This design comes from an exercise in tuning for small area, a short achievable clock period and few clock cycles per item on the open sky130 flow, not from production work. Only simulation tests tie the RTL to the original design; equivalence was not proved. Power is estimated from default activity; no workload was simulated.

## config.mk

```make
export PLATFORM = sky130hd
export DESIGN_NAME = linear_probe_endpoint_table
export DESIGN_NICKNAME = linear_probe_endpoint_table
export VERILOG_FILES = /design/flow/design.v
export SDC_FILE = /design/flow/constraint.sdc
export NUM_CORES = 4
export LEC_CHECK = 0
export CAP_MARGIN = 20
export CORE_MARGIN = 2
export CORE_UTILIZATION = 40
export SLEW_MARGIN = 20
```

## constraint.sdc

```tcl
create_clock -name core_clock -period 5.0 [get_ports {clock}]
set_input_delay 1.0000 -clock core_clock [delete_from_list [all_inputs] [get_ports {clock}]]
set_output_delay 1.0000 -clock core_clock [all_outputs]
set_load 0.01 [all_outputs]
```

## design.v

```verilog
package lpet_pkg;
   localparam int TABLE_SLOTS   = 16;
   localparam int IDX_BITS      = $clog2(TABLE_SLOTS);
   localparam int CNT_BITS      = $clog2(TABLE_SLOTS + 1);
   localparam bit SLOTS_POW2    = (TABLE_SLOTS & (TABLE_SLOTS - 1)) == 0;
   localparam int CMD_BITS      = 1;
   localparam int KEY_BITS      = 31;
   localparam int HALF_BITS     = 16;
   localparam int SLOT_OUT_BITS = 4;
   localparam int BIT_CNT_BITS  = $clog2(KEY_BITS + 1);
   localparam logic [CMD_BITS-1:0] CMD_INSERT = 1'b0;
   localparam logic [CMD_BITS-1:0] CMD_SEARCH = 1'b1;
   typedef struct packed {
      logic [KEY_BITS-1:0]  key;
      logic [HALF_BITS-1:0] descriptor;
      logic [HALF_BITS-1:0] send_handle;
      logic [HALF_BITS-1:0] done_handle;
   } slot_entry_type;
   typedef struct packed {
      logic [SLOT_OUT_BITS-1:0] slot;
      logic                     found;
      logic                     table_full;
      logic [HALF_BITS-1:0]     descriptor_out;
      logic [HALF_BITS-1:0]     send_handle_out;
      logic [HALF_BITS-1:0]     done_handle_out;
   } rsp_payload_type;
   typedef enum logic [4:0] {
      ST_CLEAR  = 5'b00001,
      ST_IDLE   = 5'b00010,
      ST_MOD    = 5'b00100,
      ST_PROBE  = 5'b01000,
      ST_FINISH = 5'b10000
   } state_type;
endpackage
import lpet_pkg::*;
module lpet_slot_ram (
   input  logic [lpet_pkg::TABLE_SLOTS-1:0] m,
   input  logic [lpet_pkg::IDX_BITS-1:0]    s,
   output logic [lpet_pkg::TABLE_SLOTS-1:0] sel
);
   logic [TABLE_SLOTS-1:0] ge;
   logic [TABLE_SLOTS-1:0] hi;
   logic [TABLE_SLOTS-1:0] t;
   assign ge = {TABLE_SLOTS{1'b1}} << s;
   assign hi = m & ge;
   assign t  = (|hi) ? hi : m;
   assign sel = t & (~t + 1'b1);
endmodule
import lpet_pkg::*;
module lpet_mod_unit (
   input  logic [lpet_pkg::KEY_BITS-1:0] key_in,
   output logic [lpet_pkg::IDX_BITS-1:0] rem
);
   assign rem = key_in[IDX_BITS-1:0];
endmodule
import lpet_pkg::*;
module linear_probe_endpoint_table (
   input  logic                           clock,
   input  logic                           reset,
   input  logic                           req_valid,
   output logic                           req_ready,
   input  logic [lpet_pkg::CMD_BITS-1:0]  req_command,
   input  logic [lpet_pkg::KEY_BITS-1:0]  req_key,
   input  logic [lpet_pkg::HALF_BITS-1:0] req_descriptor,
   input  logic [lpet_pkg::HALF_BITS-1:0] req_send_handle,
   input  logic [lpet_pkg::HALF_BITS-1:0] req_done_handle,
   output logic                           rsp_valid,
   input  logic                           rsp_ready,
   output logic [lpet_pkg::SLOT_OUT_BITS-1:0] rsp_slot,
   output logic                           rsp_found,
   output logic                           rsp_table_full,
   output logic [lpet_pkg::HALF_BITS-1:0] rsp_descriptor_out,
   output logic [lpet_pkg::HALF_BITS-1:0] rsp_send_handle_out,
   output logic [lpet_pkg::HALF_BITS-1:0] rsp_done_handle_out
);
   localparam int N    = TABLE_SLOTS;
   localparam int DW   = 3 * HALF_BITS;
   localparam int PW   = IDX_BITS + 2;      
   logic [N-1:0]          valid_ff;
   logic [KEY_BITS-1:0]   key_ff [N];
   logic [DW-1:0]         dat_ff [N];
   logic                  s1_v_ff;
   logic                  s1_ins_ff;       
   logic [KEY_BITS-1:0]   s1_key_ff;
   logic [DW-1:0]         s1_dat_ff;
   logic [N-1:0]          we_ff;           
   logic [N-1:0]          sel_ff;          
   logic [1:0]            q_cnt_ff;
   logic [PW-1:0]         q_ff [2];
   logic                  out_v_ff;
   logic [IDX_BITS-1:0]   out_slot_ff;
   logic                  out_found_ff;
   logic                  out_full_ff;
   logic [DW-1:0]         out_dat_ff;
   logic                  ready_ff;
   logic                  accept;
   logic                  zero_in;
   logic                  ins_in;
   logic [IDX_BITS-1:0]   start_in;
   logic [N-1:0]          free_nx;
   logic [N-1:0]          ins_sel_in;
   logic [N-1:0]          we_in;
   logic                  eq_prev_in;
   logic [N-1:0]          eq_in;
   logic [N-1:0]          srch_sel_in;
   logic [N-1:0]          sel_in;
   assign accept     = req_valid && ready_ff;
   assign zero_in    = (req_key == '0);
   assign ins_in     = (req_command == CMD_INSERT) && !zero_in;
   assign free_nx    = ~valid_ff & ~we_ff;
   assign eq_prev_in = (req_key == s1_key_ff);
   lpet_mod_unit u_mod (
      .key_in (req_key),
      .rem    (start_in)
   );
   always_comb begin
      for (int j = 0; j < N; j++) begin
         eq_in[j] = we_ff[j] ? eq_prev_in : (valid_ff[j] && (key_ff[j] == req_key));
      end
   end
   lpet_slot_ram u_ins (.m(free_nx), .s(start_in), .sel(ins_sel_in));
   lpet_slot_ram u_srch (.m(eq_in), .s(start_in), .sel(srch_sel_in));
   assign we_in  = (accept && ins_in) ? ins_sel_in : '0;
   assign sel_in = (req_command == CMD_INSERT) ? (zero_in ? '0 : ins_sel_in) : srch_sel_in;
   always_ff @(posedge clock) begin
      if (reset) begin
         valid_ff <= '0;
         we_ff    <= '0;
      end else begin
         valid_ff <= valid_ff | we_ff;
         we_ff    <= we_in;
      end
      for (int j = 0; j < N; j++) begin
         if (we_ff[j]) begin
            key_ff[j] <= s1_key_ff;
            dat_ff[j] <= s1_dat_ff;
         end
      end
   end
   logic [IDX_BITS-1:0]   s1_slot;
   logic [PW-1:0]         s1_res;
   always_comb begin
      s1_slot = '0;
      for (int j = 0; j < N; j++) begin
         if (sel_ff[j]) s1_slot = s1_slot | IDX_BITS'(j);
      end
      s1_res = {s1_ins_ff && (sel_ff == '0), |sel_ff, s1_slot};
   end
   logic                  q_any;
   logic                  have;
   logic                  out_load;
   logic                  q_pop;
   logic                  q_push;
   logic [1:0]            q_cnt_in;
   logic                  out_v_in;
   logic [1:0]            n_in;
   logic [PW-1:0]         ld;
   logic [N-1:0]          rd_sel;
   logic [DW-1:0]         rd_dat;
   assign q_any    = (q_cnt_ff != 2'd0);
   assign have     = s1_v_ff || q_any;
   assign out_load = have && (!out_v_ff || rsp_ready);
   assign q_pop    = out_load && q_any;
   assign q_push   = s1_v_ff && !(out_load && !q_any);
   assign q_cnt_in = q_cnt_ff + 2'(q_push) - 2'(q_pop);
   assign out_v_in = out_load || (out_v_ff && !rsp_ready);
   assign n_in     = q_cnt_in + 2'(out_v_in);
   always_ff @(posedge clock) begin
      if (reset) begin
         s1_v_ff  <= 1'b0;
         q_cnt_ff <= '0;
         out_v_ff <= 1'b0;
         ready_ff <= 1'b1;
      end else begin
         s1_v_ff  <= accept;
         q_cnt_ff <= q_cnt_in;
         out_v_ff <= out_v_in;
         ready_ff <= !(accept && (n_in == 2'd2)) && !(n_in == 2'd3);
      end
      s1_ins_ff <= ins_in;
      s1_key_ff <= req_key;
      s1_dat_ff <= {req_descriptor, req_send_handle, req_done_handle};
      sel_ff    <= sel_in;
      if (q_pop) begin
         q_ff[0] <= (q_push && (q_cnt_ff == 2'd1)) ? s1_res : q_ff[1];
      end else if (q_push && (q_cnt_ff == 2'd0)) begin
         q_ff[0] <= s1_res;
      end
      if (q_push && (q_cnt_ff == (q_pop ? 2'd2 : 2'd1))) begin
         q_ff[1] <= s1_res;
      end
   end
   always_comb begin
      ld = q_any ? q_ff[0] : s1_res;
      for (int j = 0; j < N; j++) begin
         rd_sel[j] = q_any ? (q_ff[0][IDX_BITS] && (q_ff[0][IDX_BITS-1:0] == IDX_BITS'(j)))
                           : sel_ff[j];
      end
      rd_dat = '0;
      for (int j = 0; j < N; j++) begin
         if (rd_sel[j]) rd_dat = rd_dat | dat_ff[j];
      end
      if (!q_any && s1_ins_ff) begin
         rd_dat = (sel_ff == '0) ? '0 : s1_dat_ff;
      end
   end
   always_ff @(posedge clock) begin
      if (out_load) begin
         out_slot_ff  <= ld[IDX_BITS-1:0];
         out_found_ff <= ld[IDX_BITS];
         out_full_ff  <= ld[IDX_BITS+1];
         out_dat_ff   <= rd_dat;
      end
   end
   assign req_ready           = ready_ff;
   assign rsp_valid           = out_v_ff;
   assign rsp_slot            = out_slot_ff;
   assign rsp_found           = out_found_ff;
   assign rsp_table_full      = out_full_ff;
   assign rsp_descriptor_out  = out_dat_ff[3*HALF_BITS-1:2*HALF_BITS];
   assign rsp_send_handle_out = out_dat_ff[2*HALF_BITS-1:HALF_BITS];
   assign rsp_done_handle_out = out_dat_ff[HALF_BITS-1:0];
endmodule
```

## run.sh

```bash
#!/bin/bash
# synth_recipe.tcl (not shown) runs the flow's synth.tcl, then flattens the netlist and writes it again
# the make line also repeats each setting of config.mk as NAME=value (left out here)
make -C /OpenROAD-flow-scripts/flow DESIGN_CONFIG=/design/flow/config.mk WORK_HOME=/design/flow/orfs CLKGATE_MAP_FILE= SYNTH_SCRIPT=/design/flow/synth_recipe.tcl finish
```

==> flow_summary.json <==
{
  "outcome": "finished clean",
  "y_dimension_of_the_die_um": 377,
  "largest_cells_by_area_after_synthesis": "sky130_fd_sc_hd__edfxtp_1 72%, sky130_fd_sc_hd__xor2_1 5.8%, sky130_fd_sc_hd__dfxtp_1 4.8%, sky130_fd_sc_hd__a22oi_1 3.0%, sky130_fd_sc_hd__xnor2_1 2.5%",
  "critPathKind": "input port to register",
  "place_ws_ns": 0.0183,
  "max_slew_headroom_at_the_worst_pin_pct": 25.0,
  "synth-seq-cells": 1463,
  "grt_usage_pct": 23.7,
  "grt_busiest_layer": "met2",
  "tritoncts.num_buffers": 150,
  "post_syn_instances": 3334,
  "final-instance-count-excl-fill": 5560,
  "cts_htree_levels": 4,
  "highest_clock_rate_mhz": 233,
  "p_per_area_nw_per_um2": 431,
  "synth_top_family_by_area": "XOR/XNOR gates",
  "cp_num_buf_inv": 3,
  "vias_per_cell": 5.82,
  "via_count": 32400,
  "grt_antenna_before_repair": 5,
  "globalRouteOverflowTotal": 0,
  "design.die.area_sq_um": 142000,
  "yosys_warnings": 4,
  "power.ir.vdd_worst_v": 0.000278,
  "area.sequential_sq_um": 42700,
  "total_negative_setup_slacks_ns": 0,
  "cts.reportedPaths.clkPinSlew_ns": 0.06,
  "gr-usage-met1_pct": 31.4,
  "routed_wl_um": 169000,
  "worst_pin_slew_ns": 1.13,
  "holdBufCountCts": 0,
  "async_flop_share_pct": 0,
  "tmin_final_ns": 4.29,
  "first_global_vias": 31900,
  "synth_xor_area_share_pct": 8.34,
  "layout.filler_cells": 11700,
  "global_route.usage.met2_pct": 39.4,
  "final_cell_mix": "1330 x sky130_fd_sc_hd__edfxtp_1, 369 x sky130_fd_sc_hd__xor2_1, 226 x sky130_fd_sc_hd__a22oi_1, 166 x sky130_fd_sc_hd__buf_4, 161 x sky130_fd_sc_hd__xnor2_1",
  "length_of_the_first_detailed_routing_pass_in_iterations": 6,
  "post_synth_fa_ha_maj_area_fraction_pct": 0.0674,
  "io_pins": 140,
  "slowest_stage": "sky130_fd_sc_hd__nor4_1",
  "worst_path_most_repeated_cell": "sky130_fd_sc_hd__nor4_1",
  "postRouteAntennaNets": 0,
  "grt_start_max_net_pins": 65,
  "cell_count_along_the_critical_path": 13,
  "final_report_max_slew_violation_count": 0,
  "timing.critical_path.cells": "clkdlybuf4s50_1 -> buf_12 -> xor2_1 -> nor4_1 -> nand4_1 -> nor4_1 -> buf_4 -> a21oi_1 -> nor4b_2 -> a32oi_2 -> o21ai_1 -> a211oi_1 -> a22o_1",
  "power.static_leakage_nw": 21.0,
  "finalSetupViolCount": 0,
  "synth.lib_cells_used.distinct": 79,
  "synth_area_sq_um": 55700,
  "path_delay_family": "simple AND/OR/NAND/NOR gates",
  "grt_pass1_wl_um": 238000,
  "register_area_share_after_synthesis_pct": 76.6,
  "synthSimpleGateAreaFrac_pct": 5.64,
  "critical_path_arrival_ns": 5.01,
  "total_area_of_multi_input_combinational_cells_sq_um": 12300,
  "detailedPlacementHpwl_um": 94300,
  "timing.critical_path.to_type": "register",
  "cp_slowest_stage_delay_ns": 0.75,
  "cts_tree": "built",
  "place.gp.congestion": 0.908,
  "remaining_drc_errors": 0,
  "fin_skew_ns": 0.0285,
  "floorplan.initialDensity_pct": 40.4,
  "synth_largest_area_cell": "sky130_fd_sc_hd__edfxtp_1",
  "synth-main-ff-cell": "sky130_fd_sc_hd__edfxtp_1",
  "final_critical_path_setup_slack_ns": 0.714,
  "hold_violation_total_from_the_final_report": 0,
  "synth-edff-count": 1330,
  "count_of_max_cap_constraint_violations": 0,
  "cp-start-kind": "input port",
  "detail_route.iter0.violations": 4262,
  "dp.cells": 5284,
  "layout-drive-gt1-share_pct": 12.4,
  "portBuffers": 139,
  "setup_repair_after_global_routing_missed_its_margin": "false",
  "worstPathRequired_ns": 5.73,
  "worstHoldPathType": "register to register",
  "fraction_of_the_cycle_the_final_worst_path_needs_pct": 85.7,
  "chipWidth_um": 377,
  "syn-num-nets": 3421,
  "layout.cells.most_common": "sky130_fd_sc_hd__edfxtp_1",
  "clock_latency_ns": 0.79,
  "cts_resized": 0,
  "cts-root-buf": "sky130_fd_sc_hd__clkbuf_16",
  "syn-mean-instance-area_sq_um": 16.7,
  "antenna_cells_inserted": 0,
  "post_cts.repair.setup_buffers": 0,
  "synth.top_cell.area_share_pct": 71.8,
  "area_delta_synth_final_pct": 17.1,
  "reg2reg_depth": 11,
  "use_met3_pct": 3.84,
  "hold-path-cell-count": 2,
  "clock_tree.buffer_depth": 3,
  "tritoncts_num_sinks": 1463,
  "area_fraction_in_compound_gates_after_synthesis_pct": 7.67,
  "core_area_sq_um": 138000,
  "drt-wirelength-per-cell_um": 30.5,
  "timing.critical_path.fanout_max": 19,
  "rows": 136,
  "portion_of_netlist_area_occupied_by_mux_cells_pct": 0.0989,
  "finish.net_count": 3729
}
sequential cells by signal, indices dropped and copies added, names as in the netlist, 2 cells and up:
| name | flops |
|---|---|
| dat_ff | 768 |
| key_ff | 496 |
| out_dat_ff | 48 |
| out_slot_ff | 4 |
| q_cnt_ff | 2 |
| q_ff | 12 |
| s1_dat_ff | 48 |
| s1_key_ff | 31 |
| sel_ff | 16 |
| valid_ff | 16 |
| we_ff | 16 |
cell families (layout without fill, tap and decap cells):
logic type / after synthesis / in the layout
buffers and inverters: 190 / 622
muxes: 5 / 5
AOI/OAI and AO/OA: 565 / 565
and+or+nand+nor: 578 / 578
DFF: 1463 / 1463
adders and majority gates: 3 / 3
xor gates and xnor gates: 530 / 530
metal layers:
metal	up-vias	wire length, um
met5	-	30
met4	4	5710
met3	294	13200
met2	1573	82600
met1	16700	67800
li1	13800	-
cell usage after synthesis, types with 4 or more instances:
| library cell | n |
|---|---|
| sky130_fd_sc_hd__a2111oi_0 | 21 |
| sky130_fd_sc_hd__a211oi_1 | 4 |
| sky130_fd_sc_hd__a21o_1 | 7 |
| sky130_fd_sc_hd__a21oi_1 | 71 |
| sky130_fd_sc_hd__a221oi_1 | 35 |
| sky130_fd_sc_hd__a222oi_1 | 53 |
| sky130_fd_sc_hd__a22o_1 | 34 |
| sky130_fd_sc_hd__a22oi_1 | 226 |
| sky130_fd_sc_hd__a31o_2 | 10 |
| sky130_fd_sc_hd__a31oi_1 | 17 |
| sky130_fd_sc_hd__buf_1 | 6 |
| sky130_fd_sc_hd__buf_2 | 50 |
| sky130_fd_sc_hd__buf_4 | 10 |
| sky130_fd_sc_hd__buf_6 | 11 |
| sky130_fd_sc_hd__clkbuf_1 | 99 |
| sky130_fd_sc_hd__dfxtp_1 | 133 |
| sky130_fd_sc_hd__edfxtp_1 | 1330 |
| sky130_fd_sc_hd__inv_1 | 12 |
| sky130_fd_sc_hd__nand2_1 | 124 |
| sky130_fd_sc_hd__nand2b_1 | 8 |
| sky130_fd_sc_hd__nand3_1 | 52 |
| sky130_fd_sc_hd__nand4_1 | 115 |
| sky130_fd_sc_hd__nor2_1 | 76 |
| sky130_fd_sc_hd__nor2b_1 | 8 |
| sky130_fd_sc_hd__nor3_1 | 35 |
| sky130_fd_sc_hd__nor3b_1 | 11 |
| sky130_fd_sc_hd__nor4_1 | 115 |
| sky130_fd_sc_hd__o211ai_1 | 4 |
| sky130_fd_sc_hd__o21a_1 | 4 |
| sky130_fd_sc_hd__o21ai_0 | 36 |
| sky130_fd_sc_hd__o21ai_1 | 10 |
| sky130_fd_sc_hd__o22ai_1 | 5 |
| sky130_fd_sc_hd__o31ai_1 | 7 |
| sky130_fd_sc_hd__or2_2 | 4 |
| sky130_fd_sc_hd__xnor2_1 | 161 |
| sky130_fd_sc_hd__xor2_1 | 369 |
worst min-delay path, cell delays in order (launching register included):
cell and delay [ns]:
sky130_fd_sc_hd__dfxtp_1 0.33, sky130_fd_sc_hd__nor2_1 0.07, sky130_fd_sc_hd__nor2_1 0.08
where the power goes:
group / switching [mW] / internal [mW] / leakage (nW)
Sequential: 0.276 / 13.8 / 13.1
Clock: 4.70 / 6.19 / 2.29
Combinational: 1.90 / 1.19 / 5.63
Total: 6.87 / 21.2 / 21.0
path summary, 6_finish.rpt:
kind              slack, ns      startpoint      endpoint
setup / recovery       0.71     req_key[27]     sel_ff[9]
hold / removal         0.50    valid_ff[13]  valid_ff[13]
setup reg to reg       1.21  key_ff[15][27]     sel_ff[9]
hold reg to reg        0.50    valid_ff[13]  valid_ff[13]
final cells by class:
| type | count | area share [%] |
|---|---|---|
| clock inverter | 61 | 0.910 |
| timing repair buffer | 333 | 4.89 |
| clock buffer | 215 | 6.34 |
| inverter | 13 | 0.0749 |
| multi-input combinational | 1681 | 18.9 |
| tap | 1794 | 3.44 |
| sequential | 1463 | 65.4 |
per-stage QoR:
stage / area, sq um / power (mW) / hold slack (ns) / utilization, %
3_5_place_dp: 60500 / 17.5 / 0.503 / 43.9
5_1_grt: 65200 / 29.0 / 0.564 / 47.3
2_1_floorplan: 55700 / 15.8 / 0.445 / -
6_report: 65200 / 28.1 / 0.504 / 47.3
4_1_cts: 65200 / 28.3 / 0.520 / 47.3
3_3_place_gp: 60400 / 17.5 / 0.493 / 43.8
Testbench counts, summed over its fixed seeds: cycles 6,400, items 6,144.

-- separate check: timing with driven ports --
The flow's constraints put no driver on any port. The routed layout listed below was extracted and timed again, unchanged, in two steps. Step 1 assumes that a clkbuf_16 drives the clock port and a buf_2 every other input. Step 2 adds t to the input delays and takes it off the output delays; t is the mean of the earliest and latest rising clock arrival at the registers after step 1. Input paths then give back, and output paths get back, about the clock's delay inside the block. a / b / c = no drivers / after step 1 / after step 2; a / b = the first two.
t (ns): 0.853
setup slack, ns: 0.714 / 0.770 / -0.083
worst data-port slew with drivers (ns): 0.05
Met with ideal ports but missed after step 2: setup timing in this run. The setup slack of this run moves by +0.056 ns with the drivers and by -0.797 ns with both steps.
